What follows belongs to an exercise in optimizing a design on an open flow for small area, a short achievable clock period and few clock cycles; a production flow would make more cautious choices.
In this exercise RTL edits were held to simulation tests only and were not proved equivalent to the original.

==> design/flow/design.v <==
package ccsc_pkg;
  localparam int GEN_W      = 17;
  localparam int GEN_LEN_W  = 5;
  localparam int CFG_W      = 17;
  localparam int CFG_IDX_W  = 2;
  localparam int BYTE_BITS  = 8;
  localparam int DATA_W     = 8;
  localparam int CNT_OUT_W  = 16;
  localparam int LEN_W      = 6;
  localparam logic [GEN_W-1:0]     GEN_BITS_RST = 17'd7;
  localparam logic [GEN_LEN_W-1:0] GEN_LEN_RST  = 5'd3;
  localparam logic                 DW_EIGHT_RST = 1'b0;
  typedef enum logic [CFG_IDX_W-1:0] {
    CFG_GEN_BITS = 2'd0,
    CFG_GEN_LEN  = 2'd1,
    CFG_DW_EIGHT = 2'd2
  } cfg_idx_e;
  typedef struct packed {
    logic [BYTE_BITS-1:0] data_byte;
    logic                 last_byte;
  } in_item_t;
  typedef struct packed {
    logic                 has_codeword;
    logic [DATA_W-1:0]    dataword;
    logic                 codeword_error;
    logic [CNT_OUT_W-1:0] codewords_seen;
    logic [CNT_OUT_W-1:0] errors_seen;
    logic                 final_result;
  } out_item_t;
  typedef struct packed {
    logic [GEN_W-1:0] gen_bits;
    logic [LEN_W-1:0] glen;
    logic [LEN_W-1:0] deg;
    logic [LEN_W-1:0] size;
    logic             dw8;
  } cfg_t;
endpackage
module ccsc_fifo #(
  parameter int WIDTH = 8,
  parameter int DEPTH = 2
) (
  input  logic             clk_i,
  input  logic             rst_ni,
  input  logic             wr_i,
  input  logic [WIDTH-1:0] wdata_i,
  input  logic             rd_i,
  output logic [WIDTH-1:0] rdata_o,
  output logic             full_o,
  output logic             empty_o
);
  localparam int PW = (DEPTH > 1) ? $clog2(DEPTH) : 1;
  localparam int CW = $clog2(DEPTH + 1);
  logic [WIDTH-1:0] mem_q [DEPTH];
  logic [PW-1:0]    wptr_q, wptr_d, rptr_q, rptr_d;
  logic [CW-1:0]    cnt_q, cnt_d;
  logic             wr_en, rd_en;
  assign full_o  = (cnt_q == CW'(DEPTH));
  assign empty_o = (cnt_q == '0);
  assign wr_en   = wr_i && !full_o;
  assign rd_en   = rd_i && !empty_o;
  assign rdata_o = mem_q[rptr_q];
  always_comb begin
    wptr_d = wptr_q;
    rptr_d = rptr_q;
    cnt_d  = cnt_q;
    if (wr_en) begin
      wptr_d = (wptr_q == PW'(DEPTH - 1)) ? '0 : wptr_q + 1'b1;
    end
    if (rd_en) begin
      rptr_d = (rptr_q == PW'(DEPTH - 1)) ? '0 : rptr_q + 1'b1;
    end
    case ({wr_en, rd_en})
      2'b10:   cnt_d = cnt_q + 1'b1;
      2'b01:   cnt_d = cnt_q - 1'b1;
      default: cnt_d = cnt_q;
    endcase
  end
  always_ff @(posedge clk_i or negedge rst_ni) begin
    if (!rst_ni) begin
      wptr_q <= '0;
      rptr_q <= '0;
      cnt_q  <= '0;
    end else begin
      wptr_q <= wptr_d;
      rptr_q <= rptr_d;
      cnt_q  <= cnt_d;
    end
  end
  always_ff @(posedge clk_i) begin
    if (wr_en) begin
      mem_q[wptr_q] <= wdata_i;
    end
  end
endmodule
module ccsc_front #(
  parameter int MAX_DEGREE = 16
) (
  input  logic                    clk_i,
  input  logic                    rst_ni,
  input  logic                    push_i,
  input  ccsc_pkg::in_item_t                in_data_i,
  input  logic                    mid_full_i,
  input  ccsc_pkg::cfg_t                    cfg_i,
  output logic                    wr_o,
  output logic [1:0]              ncw_o,
  output logic [MAX_DEGREE+7:0]   cw0_o,
  output logic [MAX_DEGREE+7:0]   cw1_o,
  output logic                    last_o
);
  localparam int W     = MAX_DEGREE + 8;
  localparam int CNT_W = $clog2(W + 1);
  localparam int CMP_W = (CNT_W > ccsc_pkg::LEN_W) ? CNT_W : ccsc_pkg::LEN_W;
  logic                 hdr_q, hdr_d;
  logic [ccsc_pkg::BYTE_BITS-1:0] skip_q, skip_d;
  logic [W-1:0]         sh_q, sh_d;
  logic [CNT_W-1:0]     cnt_q, cnt_d;
  logic [ccsc_pkg::BYTE_BITS-1:0] skip_w;
  logic [W-1:0]         sh_w, cw_mask, cw0_w, cw1_w;
  logic [CNT_W-1:0]     cnt_w;
  logic [1:0]           ncw_w;
  logic                 accept;
  assign accept  = push_i && !mid_full_i;
  assign cw_mask = ~({W{1'b1}} << cfg_i.size);
  always_comb begin
    skip_w = skip_q;
    sh_w   = sh_q;
    cnt_w  = cnt_q;
    ncw_w  = '0;
    cw0_w  = '0;
    cw1_w  = '0;
    for (int b = ccsc_pkg::BYTE_BITS - 1; b >= 0; b--) begin
      if (skip_w != '0) begin
        skip_w = skip_w - 1'b1;
      end else begin
        sh_w  = {sh_w[W-2:0], in_data_i.data_byte[b]};
        cnt_w = cnt_w + 1'b1;
        if (CMP_W'(cnt_w) >= CMP_W'(cfg_i.size)) begin
          if (ncw_w == 2'd0) begin
            cw0_w = sh_w & cw_mask;
          end else begin
            cw1_w = sh_w & cw_mask;
          end
          ncw_w = ncw_w + 1'b1;
          sh_w  = '0;
          cnt_w = '0;
        end
      end
    end
  end
  always_comb begin
    hdr_d  = hdr_q;
    skip_d = skip_q;
    sh_d   = sh_q;
    cnt_d  = cnt_q;
    if (accept) begin
      if (!hdr_q) begin
        hdr_d  = 1'b1;
        skip_d = in_data_i.data_byte;
      end else begin
        skip_d = skip_w;
        sh_d   = sh_w;
        cnt_d  = cnt_w;
      end
      if (in_data_i.last_byte) begin
        hdr_d  = 1'b0;
        skip_d = '0;
        sh_d   = '0;
        cnt_d  = '0;
      end
    end
  end
  assign wr_o   = accept;
  assign ncw_o  = hdr_q ? ncw_w : 2'd0;
  assign cw0_o  = cw0_w;
  assign cw1_o  = cw1_w;
  assign last_o = in_data_i.last_byte;
  always_ff @(posedge clk_i or negedge rst_ni) begin
    if (!rst_ni) begin
      hdr_q  <= 1'b0;
      skip_q <= '0;
      sh_q   <= '0;
      cnt_q  <= '0;
    end else begin
      hdr_q  <= hdr_d;
      skip_q <= skip_d;
      sh_q   <= sh_d;
      cnt_q  <= cnt_d;
    end
  end
endmodule
module ccsc_back #(
  parameter int MAX_DEGREE  = 16,
  parameter int COUNT_WIDTH = 32
) (
  input  logic                  clk_i,
  input  logic                  rst_ni,
  input  logic                  mid_empty_i,
  input  logic [1:0]            ncw_i,
  input  logic [MAX_DEGREE+7:0] cw0_i,
  input  logic [MAX_DEGREE+7:0] cw1_i,
  input  logic                  last_i,
  input  ccsc_pkg::cfg_t                  cfg_i,
  input  logic                  out_full_i,
  output logic                  mid_pop_o,
  output logic                  out_wr_o,
  output ccsc_pkg::out_item_t             out_item_o
);
  localparam int W    = MAX_DEGREE + 8;
  localparam int GW   = MAX_DEGREE + 1;
  localparam int SH_W = $clog2(W + 1);
  logic [1:0]             step_q, step_d;
  logic [COUNT_WIDTH-1:0] tot_q, tot_d, err_q, err_d, tot_inc, err_inc;
  logic [GW+ccsc_pkg::GEN_W-1:0] gen_ext;
  logic [GW-1:0]       gen, gen_mask;
  logic [W-1:0]        gen_al, cw, cw_al, rem_al, r;
  logic [SH_W-1:0]     gen_sh, cw_sh;
  logic                cw_err, has_cw, more;
  logic [ccsc_pkg::DATA_W-1:0]   dword;
  assign gen_ext  = (GW + ccsc_pkg::GEN_W)'(cfg_i.gen_bits);
  assign gen_mask = ~({GW{1'b1}} << cfg_i.glen);
  assign gen      = gen_ext[GW-1:0] & gen_mask;
  assign gen_sh   = SH_W'(W) - SH_W'(cfg_i.glen);
  assign cw_sh    = SH_W'(W) - SH_W'(cfg_i.size);
  assign gen_al   = W'(gen) << gen_sh;
  assign rem_al   = (~({W{1'b1}} << cfg_i.deg)) << cw_sh;
  assign has_cw = (step_q < ncw_i);
  assign more   = ((step_q + 2'd1) < ncw_i) || last_i;
  assign cw     = step_q[0] ? cw1_i : cw0_i;
  assign cw_al  = cw << cw_sh;
  assign dword  = ccsc_pkg::DATA_W'(cw >> cfg_i.deg);
  always_comb begin
    r = cw_al;
    for (int x = 0; x < ccsc_pkg::DATA_W; x++) begin
      if ((x < 4 || cfg_i.dw8) && r[W-1-x]) begin
        r = r ^ (gen_al >> x);
      end
    end
  end
  assign cw_err  = |(r & rem_al);
  assign tot_inc = (tot_q == '1) ? tot_q : tot_q + 1'b1;
  assign err_inc = (!cw_err || err_q == '1) ? err_q : err_q + 1'b1;
  always_comb begin
    step_d    = step_q;
    tot_d     = tot_q;
    err_d     = err_q;
    mid_pop_o = 1'b0;
    out_wr_o  = 1'b0;
    if (!mid_empty_i) begin
      if (has_cw) begin
        if (!out_full_i) begin
          out_wr_o = 1'b1;
          tot_d    = tot_inc;
          err_d    = err_inc;
          if (more) begin
            step_d = step_q + 2'd1;
          end else begin
            step_d    = '0;
            mid_pop_o = 1'b1;
          end
        end
      end else if (last_i) begin
        if (!out_full_i) begin
          out_wr_o  = 1'b1;
          tot_d     = '0;
          err_d     = '0;
          step_d    = '0;
          mid_pop_o = 1'b1;
        end
      end else begin
        step_d    = '0;
        mid_pop_o = 1'b1;
      end
    end
  end
  always_comb begin
    out_item_o.has_codeword   = has_cw;
    out_item_o.dataword       = has_cw ? dword : '0;
    out_item_o.codeword_error = has_cw && cw_err;
    out_item_o.codewords_seen = has_cw ? ccsc_pkg::CNT_OUT_W'(tot_inc) : ccsc_pkg::CNT_OUT_W'(tot_q);
    out_item_o.errors_seen    = has_cw ? ccsc_pkg::CNT_OUT_W'(err_inc) : ccsc_pkg::CNT_OUT_W'(err_q);
    out_item_o.final_result   = !has_cw;
  end
  always_ff @(posedge clk_i or negedge rst_ni) begin
    if (!rst_ni) begin
      step_q <= '0;
      tot_q  <= '0;
      err_q  <= '0;
    end else begin
      step_q <= step_d;
      tot_q  <= tot_d;
      err_q  <= err_d;
    end
  end
endmodule
module crc_codeword_stream_checker #(
  parameter int MAX_DEGREE  = 16,
  parameter int COUNT_WIDTH = 16
) (
  input  logic                 clk_i,
  input  logic                 rst_ni,
  input  logic                 push,
  output logic                 full,
  input  logic [8:0]           in_data_i,
  output logic                 empty,
  input  logic                 pop,
  output logic [42:0]          out_data_o,
  input  logic                 cfg_we_i,
  input  logic [1:0]           cfg_index_i,
  input  logic [16:0]          cfg_data_i
);
  localparam int W     = MAX_DEGREE + 8;
  localparam int MID_W = 1 + 2 + 2 * W;
  localparam int OUT_W = ccsc_pkg::DATA_W + 2 * ccsc_pkg::CNT_OUT_W + 3;
  logic [ccsc_pkg::GEN_W-1:0]     gen_bits_q;
  logic [ccsc_pkg::GEN_LEN_W-1:0] gen_len_q;
  logic                 dw8_q;
  logic [ccsc_pkg::LEN_W-1:0]     glen, len_in;
  ccsc_pkg::cfg_t                 cfg;
  logic             f_wr, mid_full, mid_empty, mid_pop, f_last;
  logic [1:0]       f_ncw;
  logic [W-1:0]     f_cw0, f_cw1;
  logic [MID_W-1:0] mid_wdata, mid_rdata;
  logic             out_wr, out_full;
  ccsc_pkg::out_item_t        out_item;
  logic [OUT_W-1:0] out_rdata;
  always_ff @(posedge clk_i or negedge rst_ni) begin
    if (!rst_ni) begin
      gen_bits_q <= ccsc_pkg::GEN_BITS_RST;
      gen_len_q  <= ccsc_pkg::GEN_LEN_RST;
      dw8_q      <= ccsc_pkg::DW_EIGHT_RST;
    end else if (cfg_we_i) begin
      case (cfg_index_i)
        ccsc_pkg::CFG_GEN_BITS: gen_bits_q <= cfg_data_i[ccsc_pkg::GEN_W-1:0];
        ccsc_pkg::CFG_GEN_LEN:  gen_len_q  <= cfg_data_i[ccsc_pkg::GEN_LEN_W-1:0];
        ccsc_pkg::CFG_DW_EIGHT: dw8_q      <= cfg_data_i[0];
        default:      ;
      endcase
    end
  end
  assign len_in = ccsc_pkg::LEN_W'(gen_len_q);
  always_comb begin
    if (len_in < ccsc_pkg::LEN_W'(2)) begin
      glen = ccsc_pkg::LEN_W'(2);
    end else if (len_in > ccsc_pkg::LEN_W'(MAX_DEGREE + 1)) begin
      glen = ccsc_pkg::LEN_W'(MAX_DEGREE + 1);
    end else begin
      glen = len_in;
    end
  end
  always_comb begin
    cfg.gen_bits = gen_bits_q;
    cfg.glen     = glen;
    cfg.deg      = glen - ccsc_pkg::LEN_W'(1);
    cfg.size     = glen - ccsc_pkg::LEN_W'(1) + (dw8_q ? ccsc_pkg::LEN_W'(8) : ccsc_pkg::LEN_W'(4));
    cfg.dw8      = dw8_q;
  end
  ccsc_front #(
    .MAX_DEGREE (MAX_DEGREE)
  ) u_front (
    .clk_i      (clk_i),
    .rst_ni     (rst_ni),
    .push_i     (push),
    .in_data_i  (in_data_i),
    .mid_full_i (mid_full),
    .cfg_i      (cfg),
    .wr_o       (f_wr),
    .ncw_o      (f_ncw),
    .cw0_o      (f_cw0),
    .cw1_o      (f_cw1),
    .last_o     (f_last)
  );
  assign full      = mid_full;
  assign mid_wdata = {f_last, f_ncw, f_cw1, f_cw0};
  ccsc_fifo #(
    .WIDTH (MID_W),
    .DEPTH (2)
  ) u_mid_fifo (
    .clk_i   (clk_i),
    .rst_ni  (rst_ni),
    .wr_i    (f_wr),
    .wdata_i (mid_wdata),
    .rd_i    (mid_pop),
    .rdata_o (mid_rdata),
    .full_o  (mid_full),
    .empty_o (mid_empty)
  );
  ccsc_back #(
    .MAX_DEGREE  (MAX_DEGREE),
    .COUNT_WIDTH (COUNT_WIDTH)
  ) u_back (
    .clk_i       (clk_i),
    .rst_ni      (rst_ni),
    .mid_empty_i (mid_empty),
    .ncw_i       (mid_rdata[2*W+1:2*W]),
    .cw0_i       (mid_rdata[W-1:0]),
    .cw1_i       (mid_rdata[2*W-1:W]),
    .last_i      (mid_rdata[MID_W-1]),
    .cfg_i       (cfg),
    .out_full_i  (out_full),
    .mid_pop_o   (mid_pop),
    .out_wr_o    (out_wr),
    .out_item_o  (out_item)
  );
  ccsc_fifo #(
    .WIDTH (OUT_W),
    .DEPTH (2)
  ) u_out_fifo (
    .clk_i   (clk_i),
    .rst_ni  (rst_ni),
    .wr_i    (out_wr),
    .wdata_i (out_item),
    .rd_i    (pop),
    .rdata_o (out_rdata),
    .full_o  (out_full),
    .empty_o (empty)
  );
  assign out_data_o = out_rdata;
endmodule
==> design/flow/config.mk <==
export PLATFORM = sky130hd
export DESIGN_NAME = crc_codeword_stream_checker
export DESIGN_NICKNAME = crc_codeword_stream_checker
export VERILOG_FILES = /design/flow/design.v
export SDC_FILE = /design/flow/constraint.sdc
export NUM_CORES = 4
export LEC_CHECK = 0
export CAP_MARGIN = 20
export CORE_MARGIN = 2
export CORE_UTILIZATION = 40
export SLEW_MARGIN = 20
==> design/flow/constraint.sdc <==
create_clock -name core_clock -period 22.0 [get_ports {clk_i}]
set_input_delay 4.4000 -clock core_clock [delete_from_list [all_inputs] [get_ports {clk_i}]]
set_output_delay 4.4000 -clock core_clock [all_outputs]
set_load 0.01 [all_outputs]
==> design/flow/run.sh <==
#!/bin/bash
# synth_recipe.tcl (not shown) runs the flow's synth.tcl, then flattens the netlist and writes it again
# the make line also repeats each setting of config.mk as NAME=value (left out here)
make -C /OpenROAD-flow-scripts/flow DESIGN_CONFIG=/design/flow/config.mk WORK_HOME=/design/flow/orfs CLKGATE_MAP_FILE= SYNTH_SCRIPT=/design/flow/synth_recipe.tcl finish
==> run summary <==
count of different cell masters after synthesis=116; synthesized area divided by synthesized cell count=8.055 sq um; first-iteration detailed-routing DRC count=2,883; Final setup violation count=0; most frequent cell on the critical path=sky130_fd_sc_hd__ha_1; Total Negative Setup Slacks=0 ns; maximum net fanout on the critical path=40; TritonRoute pass-1 iters=6; run status=finished clean; crit path setup slack, layout=1.513 ns; share of post-route cells with drive strength above 1=12.18%; Layout Skew=0.02519 ns; Std-Cell Rows=100; cell depth of the worst min-delay path=1; worst slew margin relative to its limit=25.85%; critical path's largest stage delay=0.69 ns; area growth from synthesis to final layout=9.455%; share of the clock period used by the worst path=93.12%; max frequency=48.81 MHz; RePlAce Congestion=0.9427; Post-Synthesis Net Count=3,846; sequential element share of the synthesized area=27.19%; worst r2r path cells=98; HPWL reported at the end of detailed placement=72,900 microns; ranking of synthesized cells by instance count=sky130_fd_sc_hd__nand2_1 (477), sky130_fd_sc_hd__nor2_1 (360), sky130_fd_sc_hd__a21oi_1 (261); Maximum Capacitance Violations=0; effective utilization at floorplan=40.46%; DR vias=28,990; Post-route DRC=0; largest area contributor in the netlist=sky130_fd_sc_hd__edfxtp_1; Routed wire per std cell=21.09 microns; Ports=78; worst-margin pin slew=1.104 ns; prevailing post-synth register cell=sky130_fd_sc_hd__edfxtp_1; fin. max-slew vios=0; Yosys reg bits=290; overall track demand over capacity in global routing=24.55%; depth of the CTS H-tree=2; yosys warns=5; worst min-delay path category=flip-flop to flip-flop; clock latency at the later pin of the worst-skew pair=0.56 ns; Worst Setup Start Kind=flip-flop; Min Hold Slack=0.5054 ns; CP endpoint kind=flip-flop; detailed-route wire length=98,180 microns; worst setup slack for register-to-register paths=1.51 ns; antenna violations before repair=2; top-count cell post-synth=sky130_fd_sc_hd__nand2_1; portion of synthesized cell area occupied by the leading cell type=18.71%; data arrival time of the critical path=20.95 ns; Non-Filler Instances=4,655; global-route congestion overflow total=0; clock-pin slew of the registers on the worst-case setup and hold paths=0.05 ns; Placed Instances=4,582; slowest cell on the critical path=sky130_fd_sc_hd__or4b_4; root buffer cell=sky130_fd_sc_hd__clkbuf_16; Post-Place Worst Slack=0.2040 ns; maximum clock insertion buffer count=3; Port Buf Inserts=77; die area=77,650 sq um; EDFF count, synth=188; antenna fix cells=0; Finished Core Util=44.29%; ranking of synthesized cells by area=sky130_fd_sc_hd__edfxtp_1 (19%), sky130_fd_sc_hd__dfrtp_1 (8.0%), sky130_fd_sc_hd__nand2_1 (5.9%), sky130_fd_sc_hd__xnor2_1 (5.3%), sky130_fd_sc_hd__nor2_1 (4.5%); # clock sinks=290; vias in the first global route=26,600; largest net degree at the start of global routing=68; remaining number of nets flagged by the antenna check after routing=0; path type of the worst setup path=flip-flop to flip-flop; CTS Buf Count=35; y dimension of the die=278.7 microns; TritonCTS clock tree=built; time the final worst path needs with I/O delays and setup=20.49 ns; final hold violations=0; area inside the core boundary=74,570 sq um; Post-Synthesis Cells=3,746; async set or reset register ratio after synthesis=35.17%; DIE WIDTH=278.7 microns; Data required, critical path=22.47 ns; wire length of the first global-routing pass=154,200 microns; Nets=3,759; post-synthesis instance area=30,170 sq um; final standard cell area without fillers=33,030 sq um; Post-Place Cell Area=31,690 sq um; vias per inst=6.228
==> worst paths after layout <==
| check | start | endpoint |
|---|---|---|
| max | gen_len_q[3] | u_front.sh_q[18] |
| max in group asynchronous | rst_ni | gen_bits_q[5] |
| min | gen_bits_q[9] | gen_bits_q[9] |
| max reg2reg | gen_len_q[3] | u_front.sh_q[18] |
| min in group asynchronous | rst_ni | u_front.sh_q[13] |
| min reg2reg | gen_bits_q[9] | gen_bits_q[9] |
==> cell families (layout without fill, tap and decap cells) <==
group                      Yosys count  count (layout)  share of synthesized area, %
xor gates and xnor gates           241             241                         7.269
AOI/OAI and AO/OA                 1183            1183                         26.19
adders and majority gates           67              67                         2.803
and+or+nand+nor                   1356            1356                         20.88
DFF                                290             290                         27.19
muxes                              252             252                         10.98
buffers and inverters              357             297                         4.678
==> placed cells by master, fill, tap and decap left out, types with 45 or more instances in the layout <==
cell type / n
sky130_fd_sc_hd__mux2i_1: 95
sky130_fd_sc_hd__xor2_1: 53
sky130_fd_sc_hd__nor2_1: 351
sky130_fd_sc_hd__dfrtp_1: 95
sky130_fd_sc_hd__o21ai_0: 253
sky130_fd_sc_hd__clkdlybuf4s50_1: 76
sky130_fd_sc_hd__xnor2_1: 178
sky130_fd_sc_hd__o21ai_1: 48
sky130_fd_sc_hd__o211ai_1: 57
sky130_fd_sc_hd__mux4_2: 53
sky130_fd_sc_hd__and3_1: 45
sky130_fd_sc_hd__a21oi_1: 260
sky130_fd_sc_hd__nor3_1: 94
sky130_fd_sc_hd__mux2_2: 100
sky130_fd_sc_hd__ha_1: 62
sky130_fd_sc_hd__buf_4: 88
sky130_fd_sc_hd__o22ai_1: 57
sky130_fd_sc_hd__inv_1: 62
sky130_fd_sc_hd__nand3_1: 110
sky130_fd_sc_hd__nand2_1: 476
sky130_fd_sc_hd__edfxtp_1: 188
sky130_fd_sc_hd__a211oi_1: 102
==> registers in the layout, indices dropped and copies added, names as in the netlist, 2 cells and up <==
signal / cells
u_front.cnt_q: 5
u_out_fifo.mem_q: 86
gen_len_q: 5
u_mid_fifo.cnt_q: 2
u_back.tot_q: 16
u_back.err_q: 16
u_front.sh_q: 23
u_back.step_q: 2
u_front.skip_q: 8
u_out_fifo.cnt_q: 2
u_mid_fifo.mem_q: 102
gen_bits_q: 17
==> worst max-delay path, delay by kind of cell, from the launching register on <==
| family | cells | cell delay (ns) |
|---|---|---|
| and+or+nand+nor | 22 | 3.92 |
| AOI/OAI and AO/OA | 41 | 8.09 |
| adders and majority gates | 18 | 5.28 |
| buffers and inverters | 11 | 1.70 |
| DFF | 1 | 0.40 |
| xor gates and xnor gates | 5 | 0.73 |
| muxes | 1 | 0.25 |
==> layout make-up <==
type,instances,area (sq um)
clock buffer,45,943.4
tap,969,1212
sequential,290,8207
inverter,66,247.7
multi-input combinational,3099,20750
fill,7431,41550
clock inverter,19,191.4
timing repair buffer,167,1473
==> routing by layer <==
layer / global-route usage, % / vias up / wire, microns
met2: 39.40 / 1261 / 44590
met3: 3.205 / 183 / 7125
li1: - / 13860 / -
met1: 34.10 / 13690 / 43210
met4: 8.258 / 0 / 3250
met5: 0 / - / 0
==> timing repair <==
action / in CTS / in global routing
resized for setup: 0 / 29
setup endpoints to repair: 0 / 128
hold buffers: 0 / 0
setup buffers: 0 / 8
Testbench counts, summed over its fixed seeds: cycles 6,629.

## static timing again, ports no longer ideal
The flow's constraints put no driver on any port. The routed layout listed below was extracted and timed again, unchanged, in two steps. Step 1 sets driving cells, clkbuf_16 on the clock port and buf_2 on the other inputs (assumed; they add their load-dependent delay and slew). Step 2, shift: input delay + t, output delay - t, t = (earliest + latest rising clock arrival at the registers) / 2. This alone moves slack from input paths to output paths. Three values: no drivers, after step 1, after step 2; two values: the first two.
t (ns): 0.608
setup slack, ns: 1.513 / 1.513 / 1.513
worst hold slack (ns): 0.505 / 0.505 / 0.505
clock arrival spread, ns: 0.026 / 0.026
cell pins on the clock port's net: 1
After both steps setup and hold are still met in this run. For this run, drivers alone change the setup slack by 0.000 ns; drivers and shift together by 0.000 ns.
